This design comes from an exercise in tuning for small area on the open sky130 flow, not from production work. Only simulation tests tie the RTL to the original design; equivalence was not proved. Power figures rest on the tool's default switching activity, not on a simulated workload. The flow treats the clock pin as an ideal source, which a real chip does not have.

==> design/flow/design.v <==
package rf_pkg;
  localparam int unsigned DataWidth = 32;
  localparam int unsigned IntgWidth = 7;
  localparam int unsigned WordWidth = DataWidth + IntgWidth;
  localparam int unsigned AddrWidth = 5;
  localparam logic [IntgWidth*DataWidth-1:0] IntgMask = {
    32'h0810_2040,   
    32'h0408_1020,
    32'h0204_0810,
    32'h8102_0408,
    32'h4081_0204,
    32'h2040_8102,
    32'h1020_4081    
  };
endpackage
module rf_ao22 (
  input  logic a1_i, a2_i, b1_i, b2_i,
  output logic y_o
);
  assign y_o = (a1_i & a2_i) | (b1_i & b2_i);
endmodule
module rf_aoi222 (
  input  logic a1_i, a2_i, b1_i, b2_i, c1_i, c2_i,
  output logic y_o
);
  assign y_o = ~((a1_i & a2_i) | (b1_i & b2_i) | (c1_i & c2_i));
endmodule
module rf_nand4 (
  input  logic a_i, b_i, c_i, d_i,
  output logic y_o
);
  assign y_o = ~(a_i & b_i & c_i & d_i);
endmodule
module rf_and3 (
  input  logic a_i, b_i, c_i,
  output logic y_o
);
  assign y_o = a_i & b_i & c_i;
endmodule
module rf_nand2 (
  input  logic a_i, b_i,
  output logic y_o
);
  assign y_o = ~(a_i & b_i);
endmodule
module rf_or2 (
  input  logic a_i, b_i,
  output logic y_o
);
  assign y_o = a_i | b_i;
endmodule
module rf_and2 (
  input  logic a_i, b_i,
  output logic y_o
);
  assign y_o = a_i & b_i;
endmodule
module rf_nor2 (
  input  logic a_i, b_i,
  output logic y_o
);
  assign y_o = ~(a_i | b_i);
endmodule
module rf_nor2b (
  input  logic a_i, b_n_i,
  output logic y_o
);
  assign y_o = ~a_i & b_n_i;
endmodule
module rf_oai22 (
  input  logic a1_i, a2_i, b1_i, b2_i,
  output logic y_o
);
  assign y_o = ~((a1_i | a2_i) & (b1_i | b2_i));
endmodule
module rf_nand3 (
  input  logic a_i, b_i, c_i,
  output logic y_o
);
  assign y_o = ~(a_i & b_i & c_i);
endmodule
module rf_xnor2 (
  input  logic a_i, b_i,
  output logic y_o
);
  assign y_o = ~(a_i ^ b_i);
endmodule
module rf_inv (
  input  logic a_i,
  output logic y_o
);
  assign y_o = ~a_i;
endmodule
module rf_xor2 (
  input  logic a_i, b_i,
  output logic y_o
);
  assign y_o = a_i ^ b_i;
endmodule
module rf_intg_check (
  input  logic [rf_pkg::WordWidth-1:0] word_i,
  output logic                         err_o
);
  localparam int unsigned DW = rf_pkg::DataWidth;
  localparam int unsigned IW = rf_pkg::IntgWidth;
  logic [IW-1:0] syn;
  for (genvar k = 0; k < IW; k++) begin : gen_syn
    localparam int unsigned N = (DW - k + IW - 1) / IW;   
    logic [N:0] acc;
    assign acc[0] = word_i[DW + k];
    for (genvar j = 0; j < N; j++) begin : gen_x
      rf_xor2 u_x (.a_i(acc[j]), .b_i(word_i[k + IW*j]), .y_o(acc[j+1]));
    end
    assign syn[k] = acc[N];
  end
  assign err_o = |syn;
endmodule
module rf_top #(
  parameter int unsigned NumRegs = 32
) (
  input  logic                         clk_i,
  input  logic                         rst_ni,
  input  logic                         acc_req_i,
  output logic                         acc_gnt_o,
  input  logic                         acc_we_i,
  input  logic [rf_pkg::AddrWidth-1:0] acc_addr_i,
  input  logic [rf_pkg::DataWidth-1:0] acc_wdata_i,
  input  logic [rf_pkg::IntgWidth-1:0] acc_wintg_i,
  output logic                         acc_rvalid_o,
  output logic [rf_pkg::DataWidth-1:0] acc_rdata_o,
  output logic                         acc_err_o,
  output logic                         core_sleep_o,
  output logic                         alert_major_o
);
  localparam int unsigned AW = rf_pkg::AddrWidth;
  localparam int unsigned DW = rf_pkg::DataWidth;
  localparam int unsigned WW = rf_pkg::WordWidth;
  localparam int unsigned NP = NumRegs / 2 - 1;   
  localparam int unsigned NS = NP + 1;            
  logic          gnt;
  logic          gnt_we;
  logic          gnt_rd;
  logic          rvalid_q;
  logic          we_q;
  logic          ph_q;
  logic          pi_q;
  logic          alert_q;
  logic [AW-1:0] addr_q;
  logic [WW-1:0] cap_q;
  logic [WW-1:0] m;
  logic [WW-1:0] wbus;
  logic [WW-1:0] req_word;
  logic          is_read;
  logic          is_write;
  logic          cap_sel;
  logic          intg_err;
  assign gnt          = acc_req_i & ~rvalid_q;
  assign gnt_we       = gnt & acc_we_i;
  assign gnt_rd       = gnt & ~acc_we_i;
  assign acc_gnt_o    = gnt;
  assign acc_rvalid_o = rvalid_q;
  assign core_sleep_o = ~acc_req_i & ~rvalid_q;
  always_ff @(posedge clk_i or negedge rst_ni) begin
    if (!rst_ni) begin
      rvalid_q <= 1'b0;
      ph_q     <= 1'b0;
      pi_q     <= 1'b1;
    end else begin
      rvalid_q <= gnt;
      ph_q     <= ~ph_q;
      pi_q     <= pi_q ^ ph_q;
    end
  end
  always_ff @(posedge clk_i) begin
    we_q   <= acc_we_i;
    addr_q <= acc_addr_i;
    cap_q  <= m;
  end
  assign is_read  = rvalid_q & ~we_q;
  assign is_write = rvalid_q & we_q;
  assign req_word = {acc_wintg_i, acc_wdata_i};
  assign cap_sel = is_write |
                   (is_read & (addr_q[0] != ph_q) & (addr_q[AW-1:1] != '0));
  logic w_a, w_q, r_a, r_q;
  assign w_a = gnt_we   & (acc_addr_i[0] == ph_q);
  assign w_q = is_write & (addr_q[0] == ph_q);
  assign r_a = gnt_rd   & (acc_addr_i[0] == ph_q);
  assign r_q = is_read  & (addr_q[0] == ph_q);
  logic [NS-1:0] set;
  logic [NS-1:0] keep;
  logic [NS-1:0] rsel;    
  logic [1:0]    clr_q;   
  always_ff @(posedge clk_i or negedge rst_ni) begin
    if (!rst_ni) begin
      clr_q <= 2'b11;
    end else begin
      clr_q <= {clr_q[0], 1'b0};
    end
  end
  for (genvar p = 1; p <= NP; p++) begin : gen_pair_sel
    logic dec_a, dec_q, wr, rd;
    assign dec_a = acc_addr_i[AW-1:1] == (AW-1)'(p);
    assign dec_q = addr_q[AW-1:1] == (AW-1)'(p);
    rf_ao22 u_wr  (.a1_i(w_a), .a2_i(dec_a), .b1_i(w_q), .b2_i(dec_q), .y_o(wr));
    rf_ao22 u_rd  (.a1_i(r_a), .a2_i(dec_a), .b1_i(r_q), .b2_i(dec_q), .y_o(rd));
    rf_or2  u_set (.a_i(wr), .b_i(clr_q[1]), .y_o(set[p-1]));
    rf_inv  u_keep (.a_i(wr), .y_o(keep[p-1]));
    rf_nor2b u_rsel (.a_i(clr_q[1]), .b_n_i(rd), .y_o(rsel[p-1]));
  end
  assign set[NS-1]  = gnt_we & (acc_addr_i == AW'(1));
  assign rsel[NS-1] = is_read & (addr_q == AW'(1));
  rf_nor2 u_keep1 (.a_i(set[NS-1]), .b_i(clr_q[0]), .y_o(keep[NS-1]));
  logic ring_rd, pi_rd;
  assign ring_rd = ~clr_q[1] & ((r_a & (acc_addr_i[AW-1:1] != '0)) |
                                (r_q & (addr_q[AW-1:1] != '0)));
  assign pi_rd   = pi_q & ring_rd;
  logic [WW-1:0] row0_q [NS];     
  logic [WW-1:0] row0_d [NS];
  logic [WW-1:0] row1_q [NS-1];
  logic [WW-1:0] rd_word [NS];    
  for (genvar r = 0; r < NS; r++) begin : gen_rows
    if (r < NS - 1) begin : gen_pair_rows
      assign rd_word[r] = row1_q[r];
      always_ff @(posedge clk_i) begin
        row1_q[r] <= row0_q[r];
      end
    end else begin : gen_single_row
      assign rd_word[r] = row0_q[r];
    end
    for (genvar b = 0; b < WW; b++) begin : gen_bit
      if (r < NS - 1) begin : gen_pair_bit
        rf_oai22 u_nxt (
          .a1_i(rd_word[r][b]), .a2_i(set[r]),
          .b1_i(wbus[b]),       .b2_i(keep[r]),
          .y_o (row0_d[r][b])
        );
      end else begin : gen_single_bit
        rf_ao22 u_nxt (
          .a1_i(rd_word[r][b]), .a2_i(keep[r]),
          .b1_i(m[b]),          .b2_i(set[r]),
          .y_o (row0_d[r][b])
        );
      end
    end
    always_ff @(posedge clk_i) begin
      row0_q[r] <= row0_d[r];
    end
  end
  logic [NS+1:0] src_sel;
  assign src_sel = {cap_sel, gnt_we, rsel};
  for (genvar b = 0; b < WW; b++) begin : gen_m
    logic [NS+1:0] src;
    logic [5:0]    g;   
    logic          a;
    for (genvar r = 0; r < NS; r++) begin : gen_src
      assign src[r] = rd_word[r][b];
    end
    assign src[NS]   = req_word[b];
    assign src[NS+1] = cap_q[b];
    for (genvar j = 0; j < 6; j++) begin : gen_g
      rf_aoi222 u_g (
        .a1_i(src_sel[3*j]),   .a2_i(src[3*j]),
        .b1_i(src_sel[3*j+1]), .b2_i(src[3*j+1]),
        .c1_i(src_sel[3*j+2]), .c2_i(src[3*j+2]),
        .y_o (g[j])
      );
    end
    logic          ring, ring_n;
    rf_and3  u_a    (.a_i(g[0]), .b_i(g[1]), .c_i(g[2]), .y_o(a));
    rf_nand3 u_ring (.a_i(a), .b_i(g[3]), .c_i(g[4]), .y_o(ring));
    rf_xnor2 u_up   (.a_i(ring), .b_i(pi_rd), .y_o(ring_n));
    rf_nand2 u_m    (.a_i(ring_n), .b_i(g[5]), .y_o(m[b]));
    rf_xnor2 u_w    (.a_i(g[5]), .b_i(pi_q), .y_o(wbus[b]));
  end
  for (genvar b = 0; b < DW; b++) begin : gen_out
    rf_and2 u_out (.a_i(m[b]), .b_i(is_read), .y_o(acc_rdata_o[b]));
  end
  rf_intg_check u_intg_check (
    .word_i(m),
    .err_o (intg_err)
  );
  assign acc_err_o = is_read & intg_err;
  always_ff @(posedge clk_i or negedge rst_ni) begin
    if (!rst_ni) begin
      alert_q <= 1'b0;
    end else begin
      alert_q <= alert_q | acc_err_o;
    end
  end
  assign alert_major_o = alert_q;
endmodule
==> design/flow/flow/run.sh <==
#!/bin/bash
set -euo pipefail
export CTS_ARGS="-sink_clustering_enable -repair_clock_nets -sink_clustering_size 30 -sink_clustering_max_diameter 100 -dont_use_dummy_load"
export BUFFER_PORTS_ARGS="-buffer_cell sky130_fd_sc_hd__buf_1"
bash standard.sh > standard.log 2>&1
==> design/flow/standard.sh <==
#!/bin/bash
# synth_recipe.tcl (not shown) runs the flow's synth.tcl, then flattens the netlist and writes it again
# the make line also repeats each setting of config.mk as NAME=value (left out here)
make -C /OpenROAD-flow-scripts/flow DESIGN_CONFIG=/design/flow/config.mk WORK_HOME=/design/flow/orfs CLKGATE_MAP_FILE= SYNTH_SCRIPT=/design/flow/synth_recipe.tcl "${@:-finish}"
==> design/flow/config.mk <==
export PLATFORM = sky130hd
export DESIGN_NAME = rf_top
export DESIGN_NICKNAME = rf_top
export VERILOG_FILES = /design/flow/design.v
export SDC_FILE = /design/flow/constraint.sdc
export NUM_CORES = 4
export LEC_CHECK = 0
export CAP_MARGIN = 30
export CORE_MARGIN = 2
export CORE_UTILIZATION = 65
export CTS_CLUSTER_DIAMETER = 100
export CTS_CLUSTER_SIZE = 30
export SLEW_MARGIN = 30
export SYNTH_HIERARCHICAL = 1
export SYNTH_MINIMUM_KEEP_SIZE = 0
==> design/flow/constraint.sdc <==
create_clock -name core_clock -period 15.0 [get_ports {clk_i}]
set_input_delay 3.0000 -clock core_clock [delete_from_list [all_inputs] [get_ports {clk_i}]]
set_output_delay 3.0000 -clock core_clock [all_outputs]
set_load 0.01 [all_outputs]
==> results of run 1 <==
## stage by stage
step           std cells  power [mW]  hold slack (ps)
2_1_floorplan       2524        3.94              310
3_3_place_gp        3369        4.07              310
3_5_place_dp        3374        4.10              312
4_1_cts             3421        5.55              326
5_1_grt             3422        5.71              329
6_report            3422        5.56              327
## logic make-up after synthesis
logic type / share of synthesized area [%]
AOI/OAI and AO/OA: 19.3
DFF: 73.5
xor gates and xnor gates: 2.88
and+or+nand+nor: 4.14
buffers and inverters: 0.186
other: 0.0109
## Yosys stat by module, one instance, submodules excluded, a selection
module         copies in the design  flip-flops and latches  cell area (um2)  cells inside
rf_ao22                          69                       0             8.76             1
rf_or2                           15                       0             6.26             1
rf_and3                          39                       0             6.26             1
rf_and2                          32                       0             6.26             1
rf_oai22                        585                       0             6.26             1
rf_nor2b                         15                       0             13.8             1
rf_inv                           15                       0             3.75             1
rf_xnor2                         78                       0             8.76             1
rf_nand2                         39                       0             3.75             1
rf_intg_check                     1                       0             15.0             3
rf_top                            1                    1260            25600          1328
rf_nand3                         39                       0             5.00             1
rf_aoi222                       234                       0             10.0             1
rf_nor2                           1                       0             3.75             1
## worst paths after layout
kind                                  to  slack [ps]  cells past startpoint
setup / recovery               acc_err_o        3870                     21
setup reg to reg                 alert_q        9100                     20
min in group asynchronous        alert_q        2280                      1
hold / removal             row1_q[0][38]         330                      0
hold reg to reg            row1_q[0][38]         330                      0
max in group asynchronous       clr_q[1]       12380                      1
## state kept, by name, summed over array words and instances (netlist names)
name and count:
row0_q 624, rvalid_q 1, pi_q 1, clr_q 2
we_q 1, ph_q 1, addr_q 5, row1_q 585
alert_q 1, cap_q 39
## where the power goes
part | total (mW) | internal, mW | switching, mW
logic | 0.319 | 0.114 | 0.206
registers | 3.72 | 3.61 | 0.107
clock network | 1.52 | 0.568 | 0.950
## synth_stat cells
master,instances
and3_1,41
and2_4,1
and2b_1,1
nor4_4,1
nor3b_2,1
nor3_1,13
or2_1,16
o22ai_1,585
a22o_1,70
xnor2_1,79
dfxtp_1,1254
dfrtp_1,3
nor2b_1,1
nor2_1,24
o21a_1,1
and3_2,1
dfstp_2,3
and2_1,33
nand3_1,39
xor2_1,34
nor4_1,2
or2b_1,1
conb_1,1
inv_1,17
a222oi_1,234
nor2b_4,15
nand2b_1,8
nand2_1,45
## layout make-up
class	instances	area, um2	share of cell area (%)
Timing Repair Buffer	163	1010	2.69
Clock buffer	47	1180	3.13
Tap cell	688	861	2.29
Inverter	17	76.3	0.203
Multi-Input combinational cell	1247	9180	24.4
Sequential cell	1260	25300	67.2
## per-layer routing
metal | global-route usage [%] | wire [um] | vias to the layer above | part of all wire, %
li1 | - | - | 10400 | -
met1 | 52.5 | 41900 | 12100 | 40
met2 | 55.8 | 45200 | 1543 | 43
met3 | 7.72 | 11800 | 316 | 11
met4 | 18.6 | 5300 | 2 | 5.1
met5 | 0 | 8 | - | 0.0077
==> run summary, run 1 <==
status finished clean; Tcrit/Tclk final about 74%; most frequent cells in the layout 1254 x dfxtp_1, 585 x o22ai_1, 234 x a222oi_1, 84 x buf_1, 73 x buf_4; Cell Chain, Critical Path buf_1 -> nor2b_1 -> nor3b_2 -> buf_4 -> a22o_1 -> nor2b_4 -> buf_4 -> a222oi_1 -> and3_1 -> nand3_1 -> xnor2_1 -> nand2_1 -> xor2_1 -> xor2_1 -> xor2_1 -> xor2_1 -> xor2_1 -> nor4_1 -> nand2_1 -> and2_1 -> buf_1; Leak roughly 15 nW; Largest delay share family, worst path simple AND/OR/NAND/NOR gates; Final setup viols 0; slowest CP cell nor4_1; Max Slew Vio Count 0; Mapped Area ~34000 um2; clk slew on worst S/H paths 110 ps; Worst Setup Slack, final roughly 3900 ps; syn avg cell area 13.6 um2; Iter 0 DRT Violations ~3500; WL per Instance a little over 30 um; WL final 104000 um; RSZ-0062 raised after global routing false; Die H 234 um; first-pass GRT wire length between 150000 and 200000 um; final setup TNS 0 ps; Final Skew about 25 ps; startpoint types primary input; Clock Sinks around 1300; maximum root-to-sink buffer count 3; relative slew slack approximately 36%; Max IR drop VDD 0.114 mV; critical path peak fanout 21; clk latency of the worst-skew pair about 630 ps; Synth Net Count 2572; vias per cell roughly 7.1; CP peak stage delay between 700 and 800 ps; CTS H-Tree Depth 2; Final Cell Area 37600 um2; number of global-route vias before repair between 20000 and 25000; Worst Setup End Kind output pin; fill count between 3000 and 4000; Reg2Reg Launch Point rvalid_q; I/O pins 85; synth top area cells dfxtp_1 73%, o22ai_1 11%, a222oi_1 6.8%; Starting Density between 60% and 70%; num rows 84; most common cell after layout, fill and taps aside dfxtp_1; die area ~55000 um2; Required @ worst endpoint 12000 ps; hold_sp row0_q[0][38]; post-synth top area cell dfxtp_1; Slew @ Worst Pin 958 ps; maxcap violations 0; # DRC 0; Fmax 89.9 MHz; CTS buffer count 47; P&R area growth vs syn 9.31%; IO buf count 84; DP Area 36400 um2; vias roughly 24000; CTS Root Cell clkbuf_16; critical path startpoint acc_req_i; post-route ant nets 0; total track usage between 30 and 40%; setup repair bufs after CTS 0; clock tree from TritonCTS done; nets@finish 2784; Power Dens Cells between 100 and 150 nW/um2; yosys warns 14; hold violation total from the final report 0; DP HPWL around 61000 um; most used cell along the critical path xor2_1; post-cts hold buffer count 0; Placement Setup Slack about 4100 ps; Crit Path Class primary input to output pin; CP Buf/Inv Count 4; FF+latch count, synth 1260; crit path DAT slightly above 8000 ps; Die X approximately 230 um; drt first pass iters 7; # resized after CTS 0; largest net degree at the start of global routing between 40 and 50; top cell type's share of synthesized area between 70% and 80%; Hold Crit Class flip-flop to flip-flop; min cycle time layout between 10000 and 15000 ps; Antenna diodes 0; GR Overflow Total 0; Seq/Total Area, Yosys around 74%; Netlist cell types 28; share of cells above drive strength 1 7.35%; utilization after layout a little under three quarters; initial antenna violation count 2; placeable core area between 50000 and 60000 um2; Synth Instances 2524; GPL Wtd Cong 0.850
==> run 2: changes to the inputs <==
--- a/design/flow/config.mk
+++ b/design/flow/config.mk
@@ -9,5 +9,6 @@
 export CORE_MARGIN = 2
-export CORE_UTILIZATION = 65
+export CORE_UTILIZATION = 85
 export CTS_CLUSTER_DIAMETER = 100
 export CTS_CLUSTER_SIZE = 30
+export PLACE_DENSITY = 0.9
 export SLEW_MARGIN = 30
==> run 2 against run 1 <==
  * First-iteration DRC count increased by 110%
  * Flip-flop and latch count unchanged
  * Via count increased by 18%
  * Clock-buffer cell count unchanged
  * Critical endpoint unchanged
  * Highest routed layer unchanged
==> run summary, run 2 <==
clock tree from TritonCTS done; Netlist cell types 28; setup repair bufs after CTS 0; # resized after CTS 0; CTS buffer count 47; drt first pass iters 15; hold_ws ~310 ps; NetSw 1.38 mW; Max IR drop VDD 0.160 mV; startpoint types primary input; Die H 205 um; Clock Power Share between 20% and 30%; initial antenna violation count 9; CTS Root Cell clkbuf_16; Synth Instances roughly 2500; Final Cell Area 37200 um2; fin cells ~3200; most common cell in the synthesized netlist dfxtp_1; synth top area cells dfxtp_1 73%, o22ai_1 11%, a222oi_1 6.8%; Leak 14.5 nW; hold violation total from the final report 0; Max Slew Vio Count 0; largest net degree at the start of global routing 40; hold_sp row0_q[12][10]; Required @ worst endpoint ~12000 ps; Seq pwr share 66.4%; post-synth top area cell dfxtp_1; DP Area about 36000 um2; relative slew slack 36.4%; Crit Path Class primary input to output pin; final setup TNS 0 ps; vias per cell around 9; critical path startpoint acc_req_i; Final setup viols 0; maximum root-to-sink buffer count 3; Iter 0 DRT Violations 7240; IO buf count 84; FF+latch count, synth ~1300; Starting Density a little under nine tenths; most frequent cells in the layout 1254 x dfxtp_1, 585 x o22ai_1, 234 x a222oi_1, 84 x buf_1, 69 x a22o_1; Tcrit/Tclk final a little under 80%; total track usage just over 60%; Fmax roughly 86 MHz; utilization after layout 93.3%; GPL Wtd Cong 0.889; first-pass GRT wire length approximately 190000 um; DP HPWL roughly 63000 um; post-synthesis async set-or-reset flop share less than 1%; hold depth 0; number of global-route vias before repair ~29000; clk latency of the worst-skew pair around 670 ps; I/O pins 85; DP Cell Count between 3000 and 4000; post-cts hold buffer count 0; maxcap violations 0; syn avg cell area roughly 14 um2; RSZ-0062 raised after global routing false; status finished clean; Hold Crit Class flip-flop to flip-flop; Internal Dissipation about 4.3 mW; min cycle time layout ~12000 ps; yosys warns 14; largest registers row0_q (624), row1_q (585), cap_q (39); switch share roughly a quarter; Power Dens Cells between 150 and 200 nW/um2; Power Total ~5.7 mW; P&R area growth vs syn 8.12%; Slew @ Worst Pin 955 ps; Post-synth EDFFs 0; Worst Setup Slack, final between 3000 and 4000 ps; most flop-heavy register row0_q; Placement Setup Slack 3900 ps; Mapped Area between 30000 and 40000 um2; die area between 40000 and 50000 um2; num rows 73; Seq/Total Area, Yosys about three quarters; combinational fraction of design power 6.3%; Reg2Reg Launch Point rvalid_q; most common library cells after synthesis 1254 x dfxtp_1, 585 x o22ai_1, 234 x a222oi_1, 79 x xnor2_1, 70 x a22o_1; Worst Setup End Kind output pin; CTS H-Tree Depth 2; WL final 129000 um; Synth Net Count 2572; critical path peak fanout 21; post-route ant nets 0; Largest register FFs about 620; vias roughly 29000; clk slew on worst S/H paths roughly 110 ps; top_reg_cell synth dfxtp_1; placeable core area 39800 um2; top cell type's share of synthesized area around three quarters; fill count roughly 1200; share of cells above drive strength 1 approximately 6.5%; crit path DAT 8680 ps; GR Overflow Total 0; Final Skew roughly 60 ps; Clock Sinks between 1000 and 1500; WL per Instance 39.9 um; Die X a little over 200 um; Reg2Reg Depth 18; # DRC 0; nets@finish ~2700; most common cell after layout, fill and taps aside dfxtp_1
-- run 2: logic make-up (layout without fill, tap and decap cells) --
group	after synthesis	in the layout	synth area share [%]
buffers and inverters	17	189	0.186
XOR/XNOR	113	113	2.88
AO/OA/AOI/OAI	890	890	19.3
AND/OR/NAND/NOR	243	243	4.14
other	1	15	0.0109
flip-flops	1260	1260	73.5
-- run 2: final timing paths --
path / end / slack [ps]
min: row1_q[12][10] / 310
max reg2reg: alert_q / 8690
max: acc_err_o / 3320
min in group asynchronous: rvalid_q / 2270
max in group asynchronous: clr_q[1] / 12400
min reg2reg: row1_q[12][10] / 310
-- run 2: power groups by stage --
stage	Combinational [mW]	Clock [mW]	Sequential (mW)
final	0.358	1.55	3.77
after global routing	0.353	1.61	3.78
after detailed placement	0.305	0	3.81
after CTS	0.323	1.51	3.75
after floorplan	0.188	0	3.76
after global placement	0.278	0	3.78
-- run 2: per-layer routing --
metal,track usage [%],routed length (um)
met2,84.9,53000
met3,33.1,23500
met4,50.9,14200
met1,69.8,38200
met5,0,28
-- run 2: worst max-delay path: stages --
cell,delay [ps]
buf_1,90
nor2b_1,290
nor3b_4,690
a22o_1,260
nor2b_4,720
buf_4,550
a222oi_1,200
nand3_1,160
xnor2_1,140
nand2_1,190
xor2_1,360
xor2_1,330
xor2_1,210
xor2_1,350
xor2_1,200
nor4_1,300
nand2_1,220
and2_1,230
buf_1,130
-- run 2: layout make-up --
type / count / area [um2] / share of cell area (%)
timing repair buffer: 125 / 623 / 1.68
multi-input combinational: 1247 / 9290 / 25.0
inverter: 17 / 101 / 0.273
tap: 525 / 657 / 1.77
clock buffer: 47 / 1180 / 3.17
antenna: 14 / 35.0 / 0.0943
sequential: 1260 / 25300 / 68.0
-- run 2: per-module statistics from Yosys (local to each module, per instance) --
module / cells inside / copies in the design / flip-flops and latches
rf_and2: 1 / 32 / 0
rf_and3: 1 / 39 / 0
rf_ao22: 1 / 69 / 0
rf_aoi222: 1 / 234 / 0
rf_intg_check: 3 / 1 / 0
rf_inv: 1 / 15 / 0
rf_nand2: 1 / 39 / 0
rf_nand3: 1 / 39 / 0
rf_nor2: 1 / 1 / 0
rf_nor2b: 1 / 15 / 0
rf_oai22: 1 / 585 / 0
rf_or2: 1 / 15 / 0
rf_top: 1328 / 1 / 1260
rf_xnor2: 1 / 78 / 0
rf_xor2: 1 / 32 / 0
==> run 3: changes to the inputs <==
--- a/design/flow/design.v
+++ b/design/flow/design.v
@@ -92,2 +92,8 @@
   assign y_o = ~a_i;
+endmodule
+module rf_a21o (
+  input  logic a1_i, a2_i, b_i,
+  output logic y_o
+);
+  assign y_o = (a1_i & a2_i) | b_i;
 endmodule
@@ -183,7 +189,7 @@
                    (is_read & (addr_q[0] != ph_q) & (addr_q[AW-1:1] != '0));
-  logic w_a, w_q, r_a, r_q;
-  assign w_a = gnt_we   & (acc_addr_i[0] == ph_q);
-  assign w_q = is_write & (addr_q[0] == ph_q);
-  assign r_a = gnt_rd   & (acc_addr_i[0] == ph_q);
-  assign r_q = is_read  & (addr_q[0] == ph_q);
+  logic act_a, act_q, we_eff, rd_en;
+  assign act_a  = gnt      & (acc_addr_i[0] == ph_q);
+  assign act_q  = rvalid_q & (addr_q[0] == ph_q);
+  assign we_eff = rvalid_q ? we_q : acc_we_i;
+  assign rd_en  = ~we_eff & ~clr_q[1];
   logic [NS-1:0] set;
@@ -200,10 +206,9 @@
   for (genvar p = 1; p <= NP; p++) begin : gen_pair_sel
-    logic dec_a, dec_q, wr, rd;
+    logic dec_a, dec_q, hit;
     assign dec_a = acc_addr_i[AW-1:1] == (AW-1)'(p);
     assign dec_q = addr_q[AW-1:1] == (AW-1)'(p);
-    rf_ao22 u_wr  (.a1_i(w_a), .a2_i(dec_a), .b1_i(w_q), .b2_i(dec_q), .y_o(wr));
-    rf_ao22 u_rd  (.a1_i(r_a), .a2_i(dec_a), .b1_i(r_q), .b2_i(dec_q), .y_o(rd));
-    rf_or2  u_set (.a_i(wr), .b_i(clr_q[1]), .y_o(set[p-1]));
-    rf_inv  u_keep (.a_i(wr), .y_o(keep[p-1]));
-    rf_nor2b u_rsel (.a_i(clr_q[1]), .b_n_i(rd), .y_o(rsel[p-1]));
+    rf_ao22 u_hit  (.a1_i(act_a), .a2_i(dec_a), .b1_i(act_q), .b2_i(dec_q), .y_o(hit));
+    rf_a21o u_set  (.a1_i(hit), .a2_i(we_eff), .b_i(clr_q[1]), .y_o(set[p-1]));
+    rf_nand2 u_keep (.a_i(hit), .b_i(we_eff), .y_o(keep[p-1]));
+    rf_and2 u_rsel (.a_i(hit), .b_i(rd_en), .y_o(rsel[p-1]));
   end
@@ -213,4 +218,4 @@
   logic ring_rd, pi_rd;
-  assign ring_rd = ~clr_q[1] & ((r_a & (acc_addr_i[AW-1:1] != '0)) |
-                                (r_q & (addr_q[AW-1:1] != '0)));
+  assign ring_rd = rd_en & ((act_a & (acc_addr_i[AW-1:1] != '0)) |
+                            (act_q & (addr_q[AW-1:1] != '0)));
   assign pi_rd   = pi_q & ring_rd;
--- a/design/flow/config.mk
+++ b/design/flow/config.mk
@@ -9,6 +9,5 @@
 export CORE_MARGIN = 2
-export CORE_UTILIZATION = 85
+export CORE_UTILIZATION = 65
 export CTS_CLUSTER_DIAMETER = 100
 export CTS_CLUSTER_SIZE = 30
-export PLACE_DENSITY = 0.9
 export SLEW_MARGIN = 30
==> run 3 against run 2 <==
  * Still clean
  * Fmax up 2.3%
  * Clock power down 3%
  * Design area up 0.37%
  * First-iteration DRC count down 46%
  * Total power down 1.8%
  * Hold slack better by 17 ps
  * Largest power group unchanged
  * Highest routed layer unchanged
==> run summary, run 3 <==
status finished clean; Netlist cell types 29; hold_sp row0_q[13][18]; Die X about 230 um; setup repair bufs after CTS 0; NetSw about 1.3 mW; critical path startpoint acc_we_i; clock tree from TritonCTS done; combinational fraction of design power approximately 5.8%; die area roughly 54000 um2; post-synthesis async set-or-reset flop share less than 1%; most frequent cells in the layout 1254 x dfxtp_1, 585 x o22ai_1, 234 x a222oi_1, 84 x buf_1, 63 x buf_4; share of cells above drive strength 1 between 7 and 8%; Max IR drop VDD ~0.14 mV; GR Overflow Total 0; critical path peak fanout 31; Max Slew Vio Count 0; P&R area growth vs syn 9.24%; RSZ-0062 raised after global routing false; yosys warns 14; crit path DAT roughly 8400 ps; CP peak stage delay between 700 and 800 ps; FF+latch count, synth roughly 1300; most flop-heavy register row0_q; initial antenna violation count 1; reg2reg setup slack ~8900 ps; Cell Chain, Critical Path buf_1 -> mux2_2 -> nor2_1 -> and2_2 -> buf_4 -> a222oi_1 -> and3_1 -> nand3_1 -> xnor2_1 -> nand2_1 -> xor2_1 -> xor2_1 -> xor2_1 -> xor2_1 -> xor2_1 -> nor4_1 -> nand2_1 -> and2_1 -> buf_1; Reg2Reg Launch Point rvalid_q; CTS H-Tree Depth 2; relative slew slack ~33%; nets@finish 2752; Die H between 200 and 250 um; Hold Crit Class flip-flop to flip-flop; largest net degree at the start of global routing 40; post-synth top area cell dfxtp_1; fill count between 3000 and 4000; Power Dens Cells 149 nW/um2; maximum root-to-sink buffer count 3; number of global-route vias before repair about 24000; DP HPWL between 60000 and 70000 um; Placement Setup Slack about 3700 ps; maxcap violations 0; most common cell in the synthesized netlist dfxtp_1; # resized after CTS 0; Largest register FFs between 600 and 700; Iter 0 DRT Violations ~3900; Internal Dissipation about 4.3 mW; I/O pins 85; drt first pass iters 10; area occupied by multi-input gates roughly 9200 um2; clk slew on worst S/H paths roughly 110 ps; Seq/Total Area, Yosys 74.0%; GPL Wtd Cong 0.914; Final Skew 23.5 ps; most common library cells after synthesis 1254 x dfxtp_1, 585 x o22ai_1, 234 x a222oi_1, 79 x xnor2_1, 59 x nand2_1; total track usage slightly below 40%; Power Total around 5.6 mW; Worst Setup Slack, final approximately 3600 ps; clk latency of the worst-skew pair roughly 630 ps; Seq pwr share 67.1%; post-cts hold buffer count 0; Slew @ Worst Pin 1000 ps; Synth Instances 2507; WL final ~110000 um; FF/Latch Area roughly 25000 um2; CTS buffer count 47; Final setup viols 0; Required @ worst endpoint approximately 12000 ps; Fmax between 80 and 90 MHz; vias ~25000; min cycle time layout about 11000 ps; synth top area cells dfxtp_1 74%, o22ai_1 11%, a222oi_1 6.9%; placeable core area 51600 um2; WL per Instance about 32 um; vias per cell ~7.3; Worst Setup End Kind output pin; most used cell along the critical path xor2_1; Mapped Area ~34000 um2; Reg2Reg Depth 18; worst setup path endpoint acc_err_o; top_reg_cell synth dfxtp_1; worst reg2reg path endpoint alert_q; switch share 22.9%; final setup TNS 0 ps; Tcrit/Tclk final between 70% and 80%; CTS Root Cell clkbuf_16; Crit Path Class primary input to output pin; hold violation total from the final report 0; num rows 83; top cell type's share of synthesized area between 70% and 80%; Clock Sinks roughly 1300; Clock Power Share 27.1%; first-pass GRT wire length between 150000 and 200000 um; Leak about 15 nW; # DRC 0; IO buf count between 80 and 90; syn avg cell area roughly 14 um2; Post-synth EDFFs 0; Starting Density 66.1%; post-route ant nets 0; largest registers row0_q (624), row1_q (585), cap_q (39); startpoint types primary input; Synth Net Count roughly 2600; slowest CP cell nor2_1; most common cell after layout, fill and taps aside dfxtp_1
run 3: logic make-up (layout without fill, tap and decap cells):
family | count (synthesis) | after routing | synth area share, %
other cells | 1 | 2 | 0.0110
simple gates | 241 | 241 | 3.70
buf+inv | 1 | 196 | 0.0110
xor+xnor | 113 | 113 | 2.90
compound gates | 890 | 890 | 19.4
mux | 1 | 1 | 0.0330
flops | 1260 | 1260 | 74.0
run 3: worst min path at each step:
stage	endpoint	slack [ps]	cells past startpoint
after floorplan	row1_q[0][0]	310	0
after global placement	row1_q[14][0]	310	0
after global routing	row1_q[13][18]	320	0
after CTS	row1_q[13][18]	320	0
after detailed placement	row1_q[0][29]	310	0
final	row1_q[13][18]	330	0
run 3: power by group through the flow:
stage                     registers [mW]  clock network, mW  logic, mW
after floorplan                     3.76                  0      0.191
after global placement              3.80                  0      0.297
after detailed placement            3.81                  0      0.310
after CTS                           3.73               1.52      0.312
after global routing                3.76               1.63      0.337
final                               3.74               1.51      0.322
run 3: worst max-delay path: cells and delay by family:
kind	cells	cell delay (ps)
buf+inv	3	690
compound gates	1	190
xor+xnor	6	1280
mux	1	530
simple gates	8	2670
run 3: layer usage:
layer	part of all wire [%]	track usage [%]
met3	13	9.40
met5	0.0075	0
met1	39	52.6
met2	43	58.3
met4	5.2	18.2
run 3: layout make-up:
type                    count  share of cell area, %
flip-flops and latches   1260                   67.7
well taps                 680                   2.28
repair buffers            148                   2.19
inverters                   1                 0.0101
clock buffers              47                   3.15
diodes                      1                0.00671
multi-input cells        1246                   24.6
run 3: stage by stage:
step | cells | hold WS, ps | util [%] | area [um2]
3_5_place_dp | 3335 | 312 | 70.0 | 36100
5_1_grt | 3382 | 324 | 72.2 | 37300
6_report | 3383 | 325 | 72.2 | 37300
2_1_floorplan | 2507 | 310 | - | 34100
3_3_place_gp | 3334 | 310 | 69.5 | 35900
4_1_cts | 3382 | 319 | 72.2 | 37300
run 3: modules after synthesis, one instance, submodules excluded:
module | cells | flip-flops and latches
rf_a21o | 1 | 0
rf_and2 | 1 | 0
rf_and3 | 1 | 0
rf_ao22 | 1 | 0
rf_aoi222 | 1 | 0
rf_intg_check | 3 | 0
rf_nand2 | 1 | 0
rf_nand3 | 1 | 0
rf_nor2 | 1 | 0
rf_oai22 | 1 | 0
rf_top | 1326 | 1260
rf_xnor2 | 1 | 0
rf_xor2 | 1 | 0
==> run 4: changes to the inputs <==
--- a/design/flow/config.mk
+++ b/design/flow/config.mk
@@ -9,5 +9,6 @@
 export CORE_MARGIN = 2
-export CORE_UTILIZATION = 65
+export CORE_UTILIZATION = 75
 export CTS_CLUSTER_DIAMETER = 100
 export CTS_CLUSTER_SIZE = 30
+export PLACE_DENSITY = 0.8
 export SLEW_MARGIN = 30
==> run 4 against run 3 <==
  * Sequential power barely moved
  * Flip-flop and latch count is the same
  * Clock skew up 2.9 ps
  * First-iteration DRC count rose by 16%
  * Non-clock buffer count decreased by 18
  * Global-route usage up 4.6 points
  * Critical path depth unchanged
  * Die area is 13% lower
  * Register-to-register slack lost 180 ps
  * Total power is essentially flat
  * Clock-buffer cell count stayed put
==> run summary, run 4 <==
cell count along the critical path 19; critical path startpoint acc_we_i; Clock Sinks ~1300; critical path peak fanout 31; initial antenna violation count 0; most common cell after layout, fill and taps aside dfxtp_1; Final Skew between 20 and 30 ps; startpoint types primary input; crit path DAT ~8600 ps; Internal Dissipation ~4.3 mW; Final Cell Area 37200 um2; WL per Instance 31.8 um; Synth Net Count 2555; Hold Crit Class flip-flop to flip-flop; top_reg_cell synth dfxtp_1; Fmax 86.2 MHz; FF+latch count, synth 1260; Worst Setup End Kind output pin; Seq/Total Area, Yosys 74.0%; Largest register FFs around 620; Final setup viols 0; num rows 78; total track usage between 40% and 50%; post-cts hold buffer count 0; DP Area between 30000 and 40000 um2; top cell type's share of synthesized area between 70% and 80%; maximum root-to-sink buffer count 3; Antenna diodes 0; Required @ worst endpoint 12000 ps; Synth Instances 2507; Max Slew Vio Count 0; GR Overflow Total 0; Iter 0 DRT Violations 4520; die area between 40000 and 50000 um2; worst reg2reg path endpoint alert_q; min cycle time layout between 10000 and 15000 ps; number of global-route vias before repair around 25000; share of cells above drive strength 1 slightly below 7%; syn avg cell area approximately 14 um2; most flop-heavy register row0_q; NetSw 1.28 mW; reg2reg setup slack ~8700 ps; most frequent cells in the layout 1254 x dfxtp_1, 585 x o22ai_1, 234 x a222oi_1, 84 x buf_1, 54 x a22o_1; Reg2Reg Launch Point rvalid_q; status finished clean; post-synth top area cell dfxtp_1; Crit Path Class primary input to output pin; slowest CP cell nor2_1; relative slew slack between 30% and 40%; Post-synth EDFFs 0; combinational fraction of design power roughly 5.8%; P&R area growth vs syn 8.91%; Netlist cell types 29; nets@finish ~2700; largest net degree at the start of global routing 42; RSZ-0062 raised after global routing false; Max IR drop VDD 0.141 mV; switch share 22.9%; first-pass GRT wire length between 150000 and 200000 um; # DRC 0; clock tree from TritonCTS done; synth top area cells dfxtp_1 74%, o22ai_1 11%, a222oi_1 6.9%; # resized after CTS 0; most common library cells after synthesis 1254 x dfxtp_1, 585 x o22ai_1, 234 x a222oi_1, 79 x xnor2_1, 59 x nand2_1; WL final roughly 100000 um; Worst Setup Slack, final ~3400 ps; CTS Root Cell clkbuf_16; vias per cell approximately 7.6; most used cell along the critical path xor2_1; Power Dens Cells around 150 nW/um2; most common cell in the synthesized netlist dfxtp_1; CP peak stage delay 780 ps; Leak around 15 nW; Largest delay share family, worst path simple AND/OR/NAND/NOR gates; post-synthesis async set-or-reset flop share less than 1%; drt first pass iters 7; Mapped Area roughly 34000 um2; CTS buffer count 47; final setup TNS 0 ps; CP Buf/Inv Count 3; yosys warns 14; GPL Wtd Cong approximately 0.92; Tcrit/Tclk final between 70 and 80%; I/O pins 85; Slew @ Worst Pin approximately 1000 ps; CTS H-Tree Depth 2; Cell Chain, Critical Path buf_1 -> mux2_2 -> nor2_1 -> and2_2 -> buf_4 -> a222oi_1 -> and3_1 -> nand3_1 -> xnor2_1 -> nand2_1 -> xor2_1 -> xor2_1 -> xor2_1 -> xor2_1 -> xor2_1 -> nor4_1 -> nand2_1 -> and2_1 -> buf_1; Seq pwr share between 60% and 70%; Placement Setup Slack ~3800 ps; maxcap violations 0; setup repair bufs after CTS 0; placeable core area ~45000 um2; clk slew on worst S/H paths 110 ps; IO buf count 84; clk latency of the worst-skew pair approximately 630 ps; DP HPWL 58500 um; Starting Density 75.5%; hold violation total from the final report 0; Reg2Reg Depth 18; Die X around 220 um; vias about 25000; Clock Power Share 27.2%; worst setup path endpoint acc_err_o; largest registers row0_q (624), row1_q (585), cap_q (39); Die H between 200 and 250 um; post-route ant nets 0
[run 4: how the worst min path moves through the flow]
| stage | start | endpoint | slack, ps | cells past startpoint |
|---|---|---|---|---|
| CTS | row0_q[11][21] | row1_q[11][21] | 320 | 0 |
| global route | row0_q[11][21] | row1_q[11][21] | 320 | 0 |
| global placement | row0_q[13][6] | row1_q[13][6] | 310 | 0 |
| finish | row0_q[11][21] | row1_q[11][21] | 330 | 0 |
| detailed placement | row0_q[14][25] | row1_q[14][25] | 310 | 0 |
| floorplan | row0_q[0][0] | row1_q[0][0] | 310 | 0 |
[run 4: stage by stage]
step / utilization [%] / hold WS (ps) / total power [mW] / instances
after floorplan: - / 310 / 3.95 / 2507
after global placement: 78.9 / 310 / 4.07 / 3236
after detailed placement: 79.7 / 312 / 4.11 / 3237
after CTS: 82.3 / 324 / 5.54 / 3284
after global routing: 82.3 / 323 / 5.71 / 3284
final: 82.3 / 326 / 5.58 / 3284
[run 4: layout make-up]
class	count	area [um2]
inverter	1	3.75
fill	2487	8010
sequential	1260	25300
clock buffer	47	1180
multi-input combinational	1246	9300
tap	600	751
timing repair buffer	130	684
[run 4: metal layers]
| metal | GRT usage, % | share of wire, % | vias up | routed length [um] |
|---|---|---|---|---|
| li1 | - | - | 10300 | - |
| met1 | 56.5 | 36 | 12100 | 37900 |
| met2 | 67.1 | 45 | 1976 | 46900 |
| met3 | 10.1 | 13 | 415 | 13400 |
| met4 | 23.8 | 6.0 | 0 | 6280 |
| met5 | 0 | 0 | - | 0 |
[run 4: power groups by stage]
| stage | registers (mW) | logic (mW) | clock network, mW |
|---|---|---|---|
| 2_1_floorplan | 3.76 | 0.191 | 0 |
| 3_3_place_gp | 3.79 | 0.286 | 0 |
| 3_5_place_dp | 3.80 | 0.306 | 0 |
| 4_1_cts | 3.73 | 0.310 | 1.50 |
| 5_1_grt | 3.76 | 0.334 | 1.62 |
| 6_report | 3.74 | 0.323 | 1.51 |
[run 4: per-module statistics from Yosys, one instance, submodules excluded, a selection]
module,cells inside,area [um2]
rf_nor2,1,3.75
rf_xor2,1,8.76
rf_and2,1,6.26
rf_ao22,1,8.76
rf_top,1326,25600
rf_intg_check,3,15.0
rf_a21o,1,7.51
rf_and3,1,6.26
[run 4: logic make-up (layout without fill, tap and decap cells)]
kind of cell              after synthesis  in the layout  synth area share, %
other                                   1              1               0.0110
buffers and inverters                   1            178               0.0110
xor gates and xnor gates              113            113                 2.90
AOI/OAI and AO/OA                     890            890                 19.4
DFF                                  1260           1260                 74.0
muxes                                   1              1               0.0330
and+or+nand+nor                       241            241                 3.70
==> run 5: changes to the inputs <==
==> design/flow/flow/run.sh (replaced) <==
#!/bin/bash
set -euo pipefail
export CTS_ARGS="-sink_clustering_enable -repair_clock_nets -sink_clustering_size 32 -sink_clustering_max_diameter 100 -dont_use_dummy_load"
export BUFFER_PORTS_ARGS="-buffer_cell sky130_fd_sc_hd__buf_1"
bash standard.sh > standard.log 2>&1
--- a/design/flow/config.mk
+++ b/design/flow/config.mk
@@ -9,6 +9,5 @@
 export CORE_MARGIN = 2
-export CORE_UTILIZATION = 75
+export CORE_UTILIZATION = 65
 export CTS_CLUSTER_DIAMETER = 100
-export CTS_CLUSTER_SIZE = 30
-export PLACE_DENSITY = 0.8
+export CTS_CLUSTER_SIZE = 32
 export SLEW_MARGIN = 30
==> run 5 against run 4 <==
  * Clock-buffer cell count fell by 2
  * Sequential power barely moved
  * Combinational power barely moved
  * Critical endpoint unchanged
  * Highest routed layer unchanged
==> run summary, run 5 <==
nets@finish around 2800; setup repair bufs after CTS 0; P&R area growth vs syn 9.09%; Synth Net Count about 2600; Fmax around 87 MHz; Reg2Reg Depth 18; Reg2Reg Launch Point rvalid_q; Max IR drop VDD about 0.12 mV; yosys warns 14; Largest delay share family, worst path simple AND/OR/NAND/NOR gates; I/O pins 85; Worst Hold Endpoint row1_q[12][8]; synth top area cells dfxtp_1 74%, o22ai_1 11%, a222oi_1 6.9%; Required @ worst endpoint about 12000 ps; Max Slew Vio Count 0; vias per cell 7.27; drt first pass iters 10; number of global-route vias before repair roughly 24000; IO buf count 84; clock tree from TritonCTS done; worst reg2reg path endpoint alert_q; fill count between 3000 and 4000; min cycle time layout roughly 11000 ps; post-synth top area cell dfxtp_1; most common cell in the synthesized netlist dfxtp_1; crit path DAT 8430 ps; relative slew slack roughly a third; largest family of logic cells by synthesized area compound AO/OA/AOI/OAI gates; Synth Instances between 2000 and 3000; top_reg_cell synth dfxtp_1; NetSw about 1.3 mW; combinational fraction of design power 5.8%; switch share about 23%; Iter 0 DRT Violations between 4000 and 5000; Starting Density about two thirds; Power Dens Cells around 150 nW/um2; CTS Root Cell clkbuf_16; vias ~25000; hold_sp row0_q[12][8]; Post-synth EDFFs 0; status finished clean; placeable core area ~52000 um2; Seq pwr share 67.3%; top cell type's share of synthesized area about 74%; GPL Wtd Cong about 0.91; most flop-heavy register row0_q; WL final 107000 um; WL per Instance between 30 and 40 um; initial antenna violation count 0; Hold Crit Class flip-flop to flip-flop; # resized after CTS 0; most common cell after layout, fill and taps aside dfxtp_1; complex-gate fraction of the synthesized area about a fifth; hold depth 0; startpoint types primary input; maximum root-to-sink buffer count 3; hold violation total from the final report 0; CTS H-Tree Depth 2; post-synthesis async set-or-reset flop share less than 1%; Netlist cell types 29; Clock Power Share between 20% and 30%; slowest CP cell nor2_1; most common library cells after synthesis 1254 x dfxtp_1, 585 x o22ai_1, 234 x a222oi_1, 79 x xnor2_1, 59 x nand2_1; simple-gate share of the synthesized area about 3.7%; Leak ~15 nW; Seq/Total Area, Yosys between 70% and 80%; Die H 233 um; total track usage 38.6%; most used cell along the critical path xor2_1; Crit Path Class primary input to output pin; post-cts hold buffer count 0; CP peak stage delay roughly 800 ps; post-synthesis mux area share less than 1%; GR Overflow Total 0; synthesized-area fraction occupied by adder cells 0%; die area 54400 um2; Worst Setup End Kind output pin; Final Skew between 50 and 60 ps; final setup TNS 0 ps; Final setup viols 0; reg2reg setup slack 8870 ps; CP Buf/Inv Count 3; clk slew on worst S/H paths roughly 110 ps; Clock Sinks 1260; share of cells above drive strength 1 slightly above 7%; first-pass GRT wire length 155000 um; maxcap violations 0; Internal Dissipation 4.28 mW; DP HPWL around 62000 um; Cell Chain, Critical Path buf_1 -> mux2_2 -> nor2_1 -> and2_2 -> buf_4 -> a222oi_1 -> and3_1 -> nand3_1 -> xnor2_1 -> nand2_1 -> xor2_1 -> xor2_1 -> xor2_1 -> xor2_1 -> xor2_1 -> nor4_1 -> nand2_1 -> and2_1 -> buf_1; FF+latch count, synth 1260; critical path peak fanout 31; num rows 83; Post-Synth XOR/XNOR Area 2.90%; syn avg cell area about 14 um2; post-route ant nets 0; largest registers row0_q (624), row1_q (585), cap_q (39); # DRC 0; Mapped Area about 34000 um2; Antenna diodes 0; Largest register FFs between 600 and 700; largest net degree at the start of global routing 40; clk latency of the worst-skew pair 640 ps; Slew @ Worst Pin between 1000 and 1500 ps; most frequent cells in the layout 1254 x dfxtp_1, 585 x o22ai_1, 234 x a222oi_1, 84 x buf_1, 63 x buf_4; RSZ-0062 raised after global routing false; CTS buffer count 45; Power Total about 5.6 mW; Die X around 230 um; Tcrit/Tclk final ~76%
-- run 5: cell counts after synthesis --
Identical to the previous run, type by type.
-- run 5: layout make-up --
| type | count | area, um2 | share of cell area (%) |
|---|---|---|---|
| multi-input combinational | 1246 | 9180 | 24.7 |
| clock buffer | 45 | 1130 | 3.02 |
| inverter | 1 | 3.75 | 0.0101 |
| sequential | 1260 | 25300 | 67.8 |
| timing repair buffer | 148 | 816 | 2.19 |
| tap | 680 | 851 | 2.28 |
-- run 5: worst max-delay path by stage --
| stage | end | slack (ps) | depth (start not counted) | start |
|---|---|---|---|---|
| 3_5_place_dp | acc_err_o | 3750 | 19 | acc_we_i |
| 6_report | acc_err_o | 3570 | 19 | acc_we_i |
| 3_3_place_gp | acc_err_o | 3840 | 20 | acc_req_i |
| 2_1_floorplan | acc_err_o | 5030 | 17 | acc_req_i |
| 4_1_cts | acc_err_o | 3730 | 19 | acc_we_i |
| 5_1_grt | acc_err_o | 3340 | 19 | acc_we_i |
-- run 5: per-module statistics from Yosys, one instance, submodules excluded --
module | copies in the design | flip-flops and latches | cell area, um2 | cells inside
rf_and2 | 47 | 0 | 6.26 | 1
rf_nand2 | 54 | 0 | 3.75 | 1
rf_ao22 | 54 | 0 | 8.76 | 1
rf_xor2 | 32 | 0 | 8.76 | 1
rf_a21o | 15 | 0 | 7.51 | 1
rf_aoi222 | 234 | 0 | 10.0 | 1
rf_xnor2 | 78 | 0 | 8.76 | 1
rf_nor2 | 1 | 0 | 3.75 | 1
rf_nand3 | 39 | 0 | 5.00 | 1
rf_intg_check | 1 | 0 | 15.0 | 3
rf_and3 | 39 | 0 | 6.26 | 1
rf_top | 1 | 1260 | 25600 | 1326
rf_oai22 | 585 | 0 | 6.26 | 1
-- run 5: power groups by stage --
stage                     sequential (mW)  clock, mW  combinational, mW
final                                3.74       1.49              0.324
after global routing                 3.76       1.60              0.337
after CTS                            3.73       1.49              0.312
after detailed placement             3.81          0              0.310
after global placement               3.80          0              0.297
after floorplan                      3.76          0              0.191
-- run 5: per-layer routing --
metal,share of wire (%),vias up,track usage (%)
li1,-,10400,-
met1,39,12100,53.2
met2,43,1811,57.8
met3,13,323,9.17
met4,4.9,0,18.1
met5,0,-,0
-- run 5: worst reg2reg max path, cell delays in order (launching register included) --
cell	delay [ps]
dfrtp_1	500
mux2_2	650
nor2_1	800
and2_2	750
buf_4	470
a222oi_1	200
and3_1	210
nand3_1	90
xnor2_1	120
nand2_1	150
xor2_1	310
xor2_1	280
xor2_1	240
xor2_1	210
xor2_1	160
nor4_1	310
nand2_1	180
and2_1	190
or2_1	210
-- run 5: kinds of logic (layout without fill, tap and decap cells) --
group                  after synthesis  in the layout
other                                1              1
buffers and inverters                1            194
multiplexers                         1              1
AND/OR/NAND/NOR                    241            241
AO/OA/AOI/OAI                      890            890
XOR/XNOR                           113            113
flip-flops                        1260           1260
-- run 5: per-stage QoR --
step                util, %  hold WS, ps  area, um2  setup slack, ps  cells
floorplan                 -          310      34100             5030   2507
global placement       69.5          310      35900             3840   3334
detailed placement     70.0          312      36100             3750   3335
CTS                    72.1          276      37200             3730   3380
global route           72.1          285      37200             3340   3380
finish                 72.1          278      37200             3570   3380
==> run 6: changes to the inputs <==
--- a/design/flow/flow/run.sh
+++ b/design/flow/flow/run.sh
@@ -4,2 +4,3 @@
 export BUFFER_PORTS_ARGS="-buffer_cell sky130_fd_sc_hd__buf_1"
+export RECOVER_POWER=100
 bash standard.sh > standard.log 2>&1
==> run 6 against run 5 <==
  * The layout now fails its checks (capacitance limit, slew limit)
  * Clock skew hardly changed
  * Routed wire length is essentially flat
  * Via count is 0.47% lower
  * First-iteration DRC count fell by 6.0%
  * Utilization down 0.16 points
  * Die area stayed put
  * Hold slack lost 2.3 ps
  * Register-to-register slack got worse by 1600 ps
  * Synthesized cell count did not move
  * Clock-buffer cell count unchanged
  * Critical path type unchanged
  * Critical endpoint unchanged
  * Largest power group unchanged
  * Highest routed layer unchanged
==> run summary, run 6 <==
WL per Instance 31.6 um; most frequent cells in the layout 1254 x dfxtp_1, 585 x o22ai_1, 234 x a222oi_1, 79 x buf_1; Slew @ Worst Pin between 3000 and 4000 ps; NetSw between 1 and 1.5 mW; yosys warns 14; post-cts hold buffer count 0; Iter 0 DRT Violations between 3000 and 4000; CP peak stage delay 1420 ps; Final Skew 54.8 ps; clk slew on worst S/H paths 110 ps; most common cell after layout, fill and taps aside dfxtp_1; Post-synth EDFFs 0; drt first pass iters 8; Max IR drop VDD ~0.12 mV; Seq/Total Area, Yosys between 70% and 80%; die area about 54000 um2; top_reg_cell synth dfxtp_1; Die H roughly 230 um; CTS Root Cell clkbuf_16; Netlist cell types 29; fin cells roughly 3400; met3 usage 9.17%; post-route ant nets 0; most common library cells after synthesis 1254 x dfxtp_1, 585 x o22ai_1, 234 x a222oi_1, 79 x xnor2_1, 59 x nand2_1; Internal Dissipation around 4.3 mW; GR Overflow Total 0; GR peak layer met2; synth top area cells dfxtp_1 74%, o22ai_1 11%, a222oi_1 6.9%; Tcrit/Tclk final approximately 87%; violated checks capacitance limit, slew limit; largest registers row0_q (624), row1_q (585), cap_q (39); Fmax between 70 and 80 MHz; Worst Setup Slack, final 1900 ps; Synth Net Count 2555; Worst Setup End Kind output pin; relative slew slack -114%; maximum root-to-sink buffer count 3; number of global-route vias before repair about 24000; vias per cell ~7.2; syn avg cell area between 10 and 15 um2; top cell type's share of synthesized area between 70 and 80%; Leak about 15 nW; combinational fraction of design power slightly below 6%; largest net degree at the start of global routing 40; clock tree from TritonCTS done; met2 usage between 50 and 60%; hold violation total from the final report 0; nets@finish 2750; fill count around 3600; I/O pins 85; vias roughly 24000; setup repair bufs after CTS 0; Cell Chain, Critical Path buf_1 -> nor2b_1 -> nor2b_1 -> a22o_1 -> and2_0 -> clkbuf_1 -> a222oi_1 -> and3_1 -> nand3_1 -> xnor2_1 -> nand2_1 -> xor2_1 -> xor2_1 -> xor2_1 -> xor2_1 -> xor2_1 -> nor4_1 -> nand2_1 -> and2_0 -> buf_1; Synth Instances between 2000 and 3000; Max Slew Vio Count between 500 and 600; post-synthesis async set-or-reset flop share less than 1%; Required @ worst endpoint roughly 12000 ps; switch share 23.1%; Clock Power Share between 20% and 30%; clk latency of the worst-skew pair between 600 and 700 ps; initial antenna violation count 0; maxcap violations 18; startpoint types primary input; Die X ~230 um; Clock Sinks approximately 1300; FF+latch count, synth about 1300; GPL Wtd Cong ~0.9; utilization after layout a little under three quarters; RSZ-0062 raised after global routing false; Mapped Area ~34000 um2; Final setup viols 0; total track usage between 30% and 40%; CTS buffer count 45; DP Cell Count about 3300; Hold Crit Class flip-flop to flip-flop; first-pass GRT wire length 155000 um; min cycle time layout roughly 13000 ps; slowest CP cell and2_0; most flop-heavy register row0_q; DP HPWL approximately 62000 um; most used cell along the critical path xor2_1; Power Dens Cells approximately 150 nW/um2; CP Buf/Inv Count 3; Crit Path Class primary input to output pin; Largest delay share family, worst path simple AND/OR/NAND/NOR gates; crit path DAT just over 10000 ps; Antenna diodes 0; Starting Density about two thirds; routing usage on met1 a little over half; num rows 83; Seq pwr share between 60% and 70%; placeable core area ~52000 um2; CTS H-Tree Depth 2; Placement Setup Slack ~3700 ps; # resized after CTS 0; # DRC 0; Largest register FFs 624; post-synth top area cell dfxtp_1; share of cells above drive strength 1 6.15%; status failed layout checks; critical path peak fanout 21; IO buf count 84; P&R area growth vs syn 8.85%; final setup TNS 0 ps; WL final 107000 um; most common cell in the synthesized netlist dfxtp_1
[run 6: kinds of logic (layout without fill, tap and decap cells)]
family,after synthesis,after routing,synth area share (%)
simple gates,241,241,3.70
flops,1260,1260,74.0
compound gates,890,890,19.4
other cells,1,1,0.0110
mux,1,1,0.0330
xor+xnor,113,113,2.90
buf+inv,1,194,0.0110
[run 6: through the flow]
stage | instance area, um2 | hold slack [ps] | power (mW)
after floorplan | 34100 | 310 | 3.95
after global placement | 35900 | 310 | 4.09
after detailed placement | 36100 | 312 | 4.12
after CTS | 37200 | 276 | 5.54
after global routing | 37200 | 285 | 5.70
final | 37200 | 275 | 5.56
[run 6: final cells by class]
cell class / instances / area (um2) / area share [%]
sequential: 1260 / 25300 / 68.0
multi-input combinational: 1246 / 9150 / 24.6
clock buffer: 45 / 1130 / 3.03
tap: 680 / 851 / 2.29
timing repair buffer: 148 / 767 / 2.06
inverter: 1 / 3.75 / 0.0101
[run 6: modules after synthesis (local to each module, per instance), a selection]
module	cell area, um2	cells
rf_top	25600	1326
rf_and3	6.26	1
rf_oai22	6.26	1
rf_ao22	8.76	1
rf_nor2	3.75	1
rf_nand3	5.00	1
rf_xor2	8.76	1
rf_a21o	7.51	1
rf_xnor2	8.76	1
[run 6: power groups by stage]
| stage | logic (mW) | clock network [mW] | registers (mW) |
|---|---|---|---|
| after floorplan | 0.191 | 0 | 3.76 |
| after global placement | 0.297 | 0 | 3.80 |
| after detailed placement | 0.310 | 0 | 3.81 |
| after CTS | 0.312 | 1.49 | 3.73 |
| after global routing | 0.336 | 1.60 | 3.76 |
| final | 0.322 | 1.49 | 3.74 |
[run 6: worst paths after layout]
path | from | endpoint | slack (ps) | cells past startpoint
min in group asynchronous | rst_ni | rvalid_q | 2270 | 1
hold reg to reg | row0_q[12][8] | row1_q[12][8] | 280 | 0
setup reg to reg | rvalid_q | alert_q | 7230 | 18
setup / recovery | acc_req_i | acc_err_o | 1900 | 20
max in group asynchronous | rst_ni | clr_q[1] | 12370 | 1
hold / removal | row0_q[12][8] | row1_q[12][8] | 280 | 0
[run 6: per-layer routing]
metal / wire (um) / part of all wire, % / up-vias
met2: 46300 / 43 / 1797
met3: 13200 / 12 / 321
met5: 0 / 0 / -
met4: 5270 / 4.9 / 0
li1: - / - / 10400
met1: 41900 / 39 / 12000
==> run 7: changes to the inputs <==
--- a/design/flow/design.v
+++ b/design/flow/design.v
@@ -205,7 +205,13 @@
   end
+  logic [3:0] a_hi, a_lo, q_hi, q_lo;
+  for (genvar i = 0; i < 4; i++) begin : gen_predec
+    assign a_hi[i] = acc_addr_i[4:3] == 2'(i);
+    assign a_lo[i] = act_a & (acc_addr_i[2:1] == 2'(i));
+    assign q_hi[i] = addr_q[4:3] == 2'(i);
+    assign q_lo[i] = act_q & (addr_q[2:1] == 2'(i));
+  end
   for (genvar p = 1; p <= NP; p++) begin : gen_pair_sel
-    logic dec_a, dec_q, hit;
-    assign dec_a = acc_addr_i[AW-1:1] == (AW-1)'(p);
-    assign dec_q = addr_q[AW-1:1] == (AW-1)'(p);
-    rf_ao22 u_hit  (.a1_i(act_a), .a2_i(dec_a), .b1_i(act_q), .b2_i(dec_q), .y_o(hit));
+    logic hit;
+    rf_ao22 u_hit  (.a1_i(a_hi[p/4]), .a2_i(a_lo[p%4]), .b1_i(q_hi[p/4]), .b2_i(q_lo[p%4]),
+                    .y_o(hit));
     rf_a21o u_set  (.a1_i(hit), .a2_i(we_eff), .b_i(clr_q[1]), .y_o(set[p-1]));
--- a/design/flow/flow/run.sh
+++ b/design/flow/flow/run.sh
@@ -4,3 +4,2 @@
 export BUFFER_PORTS_ARGS="-buffer_cell sky130_fd_sc_hd__buf_1"
-export RECOVER_POWER=100
 bash standard.sh > standard.log 2>&1
==> run 7 against run 6 <==
  * The run now finishes clean
  * Synthesized area fell by 0.24%
  * Utilization increased by 0.18 points
  * Critical path depth is the same
  * Flip-flop and latch count stayed put
  * First-iteration DRC count shrank 4.5%
  * Total power decreased by 0.32%
  * Via count is 0.69% lower
  * Register-to-register slack gained 1700 ps
  * Sequential power about the same
  * Largest cell class unchanged
  * Clock-buffer cell count unchanged
  * Sequential share of layout area hardly changed
  * Largest power group unchanged
  * Clock skew fell by 6.2 ps
==> run summary, run 7 <==
Worst Setup Slack, final about 3600 ps; DP Cell Count ~3300; utilization after layout ~72%; share of cells above drive strength 1 around 7.3%; setup repair bufs after CTS 0; FF+latch count, synth roughly 1300; Iter 0 DRT Violations 3774; WL final approximately 110000 um; synth top area cells dfxtp_1 74%, o22ai_1 11%, a222oi_1 6.9%; FF/Latch Area around 25000 um2; post-synthesis async set-or-reset flop share less than 1%; vias per cell 7.22; largest family of logic cells by synthesized area compound AO/OA/AOI/OAI gates; Worst Setup End Kind output pin; status finished clean; relative slew slack a little under two fifths; syn avg cell area around 14 um2; WL per Instance ~31 um; most flop-heavy register row0_q; initial antenna violation count 2; Seq/Total Area, Yosys 74.2%; Max IR drop VDD 0.118 mV; most common cell after layout, fill and taps aside dfxtp_1; Largest register FFs 624; Die X between 200 and 250 um; CTS Root Cell clkbuf_16; fill count between 3000 and 4000; # resized after CTS 0; Synth Net Count approximately 2500; nets@finish 2733; largest net degree at the start of global routing 42; Max Slew Vio Count 0; P&R area growth vs syn 9.16%; Clock Sinks roughly 1300; # DRC 0; Netlist cell types 29; fin cells between 3000 and 4000; Slew @ Worst Pin roughly 940 ps; Mapped Area around 34000 um2; Final setup viols 0; I/O pins 85; critical path peak fanout 32; Placement Setup Slack a little under 4000 ps; Power Total 5.54 mW; crit path DAT approximately 8400 ps; simple-gate share of the synthesized area 3.40%; number of global-route vias before repair ~24000; IO buf count 84; Starting Density between 60% and 70%; post-cts hold buffer count 0; Leak 14.6 nW; post-synthesis mux area share less than 1%; Final Skew approximately 49 ps; Post-Synth XOR/XNOR Area between 2 and 3%; min cycle time layout 11370 ps; Die H around 230 um; most common library cells after synthesis 1254 x dfxtp_1, 585 x o22ai_1, 234 x a222oi_1, 78 x xnor2_1, 57 x nand2_1; final setup TNS 0 ps; hold_ws around 270 ps; vias 24300; clk latency of the worst-skew pair 630 ps; first-pass GRT wire length about 150000 um; Hold Crit Class flip-flop to flip-flop; RSZ-0062 raised after global routing false; CTS buffer count 45; top_reg_cell synth dfxtp_1; post-synth top area cell dfxtp_1; total track usage about 38%; GR Overflow Total 0; largest registers row0_q (624), row1_q (585), cap_q (39); hold violation total from the final report 0; die area 54200 um2; most frequent cells in the layout 1254 x dfxtp_1, 585 x o22ai_1, 234 x a222oi_1, 84 x buf_1, 71 x buf_4; yosys warns 14; num rows between 80 and 90; clock tree from TritonCTS done; placeable core area 51500 um2; synthesized-area fraction occupied by adder cells 0%; Tcrit/Tclk final between 70% and 80%; Fmax 87.9 MHz; clk slew on worst S/H paths between 100 and 150 ps; Power Dens Cells 149 nW/um2; complex-gate fraction of the synthesized area 19.4%; drt first pass iters 10; startpoint types primary input; maxcap violations 0; area occupied by multi-input gates between 9000 and 10000 um2; CTS H-Tree Depth 2; GPL Wtd Cong around 0.86; top cell type's share of synthesized area 73.7%; DP Area ~36000 um2; Synth Instances roughly 2500; most common cell in the synthesized netlist dfxtp_1; post-route ant nets 0; maximum root-to-sink buffer count 3; Final Cell Area 37200 um2; DP HPWL ~60000 um; Post-synth EDFFs 0; Crit Path Class primary input to output pin; Required @ worst endpoint between 10000 and 15000 ps
[run 7: changes by cell type in the layout (fill, tap and decap cells not counted), moves of 5 or more]
| cell | delta |
|---|---|
| clkbuf_1 | -18 |
| a21o_2 | +8 |
| a21o_1 | -9 |
| nor2_1 | -16 |
| and2_0 | -21 |
| buf_4 | +21 |
| nor3_1 | -10 |
| buf_1 | +5 |
| nand2b_1 | -7 |
| and2_1 | +21 |
[run 7: area by class of cell]
cell class | instances | share of cell area, %
diodes | 1 | 0.00673
clock buffers | 45 | 3.03
inverters | 2 | 0.0202
multi-input cells | 1220 | 24.4
flip-flops and latches | 1260 | 68.0
well taps | 680 | 2.29
repair buffers | 156 | 2.31
[run 7: cell families after synthesis]
| kind of cell | Yosys count |
|---|---|
| DFF | 1260 |
| AOI/OAI and AO/OA | 890 |
| and+or+nand+nor | 215 |
| xor gates and xnor gates | 113 |
| buffers and inverters | 2 |
| muxes | 1 |
| other | 1 |
[run 7: worst paths after layout]
path                         startpoint           end  slack [ps]  cells after the start
setup / recovery               acc_we_i     acc_err_o        3630                     20
hold / removal             row0_q[7][8]  row1_q[7][8]         270                      0
setup reg to reg               rvalid_q       alert_q        8920                     19
hold reg to reg            row0_q[7][8]  row1_q[7][8]         270                      0
max in group asynchronous        rst_ni          pi_q       12470                      1
min in group asynchronous        rst_ni          ph_q        2230                      1
[run 7: per-layer routing]
layer  wire (um)  vias to the layer above  global-route usage [%]
met1       42300                    12000                    53.4
met2       44900                     1708                    56.3
met3       13200                      323                    10.3
met4        5200                        2                    18.2
met5           8                        -                       0
li1            -                    10300                       -
[run 7: power breakdown]
| group | switching, mW | internal, mW |
|---|---|---|
| sequential | 0.113 | 3.62 |
| combinational | 0.210 | 0.114 |
| clock | 0.941 | 0.545 |
[run 7: Yosys stat by module (local to each module, per instance), excerpt]
module	flops+latches	copies in the design
rf_a21o	0	15
rf_and2	0	47
rf_ao22	0	54
rf_aoi222	0	234
rf_intg_check	0	1
rf_nand2	0	54
rf_nor2	0	1
rf_top	1260	1
rf_xnor2	0	78
rf_xor2	0	32
[run 7: critical path, cell delays in order]
cell	delay, ps
buf_1	100
mux2_1	300
buf_4	280
nor2_1	740
and2_2	770
buf_4	460
a222oi_1	140
and3_1	200
nand3_1	100
xnor2_1	130
nand2_1	160
xor2_1	300
xor2_1	330
xor2_1	200
xor2_1	190
xor2_1	340
nor4_1	100
nand2_1	150
and2_1	160
buf_1	160

==> port drivers added, routing unchanged <==
No port has a modelled driver above. Below, the same layouts with a new extraction and two added sets of constraints.
Step 1 sets driving cells, clkbuf_16 on the clock port and buf_2 on the other inputs (assumed; they add their load-dependent delay and slew).
Step 2 also shifts input and output timing later by t, the mid clock arrival at the registers, as if the neighbouring blocks saw the same clock.
Three values: ideal ports, drivers, drivers and shift; two values: the first two.
| run | t (ns) | slack for setup (ns) | worst slew at a driven data input, ns |
|---|---|---|---|
| run 1 | 0.681 | 3.874 / 3.850 / 3.850 | 0.07 |
| run 2 | 0.700 | 3.317 / 3.290 / 3.290 | 0.06 |
| run 3 | 0.680 | 3.578 / 3.558 / 3.558 | 0.08 |
| run 4 | 0.679 | 3.405 / 3.383 / 3.383 | 0.06 |
| run 5 | 0.678 | 3.565 / 3.545 / 3.545 | 0.06 |
| run 6 | 0.679 | 1.899 / 1.874 / 1.874 | 0.06 |
| run 7 | 0.681 | 3.628 / 3.600 / 3.600 | 0.05 |
For run 7, which loses most, drivers alone change the setup slack by -0.028 ns; drivers and shift together by -0.028 ns.
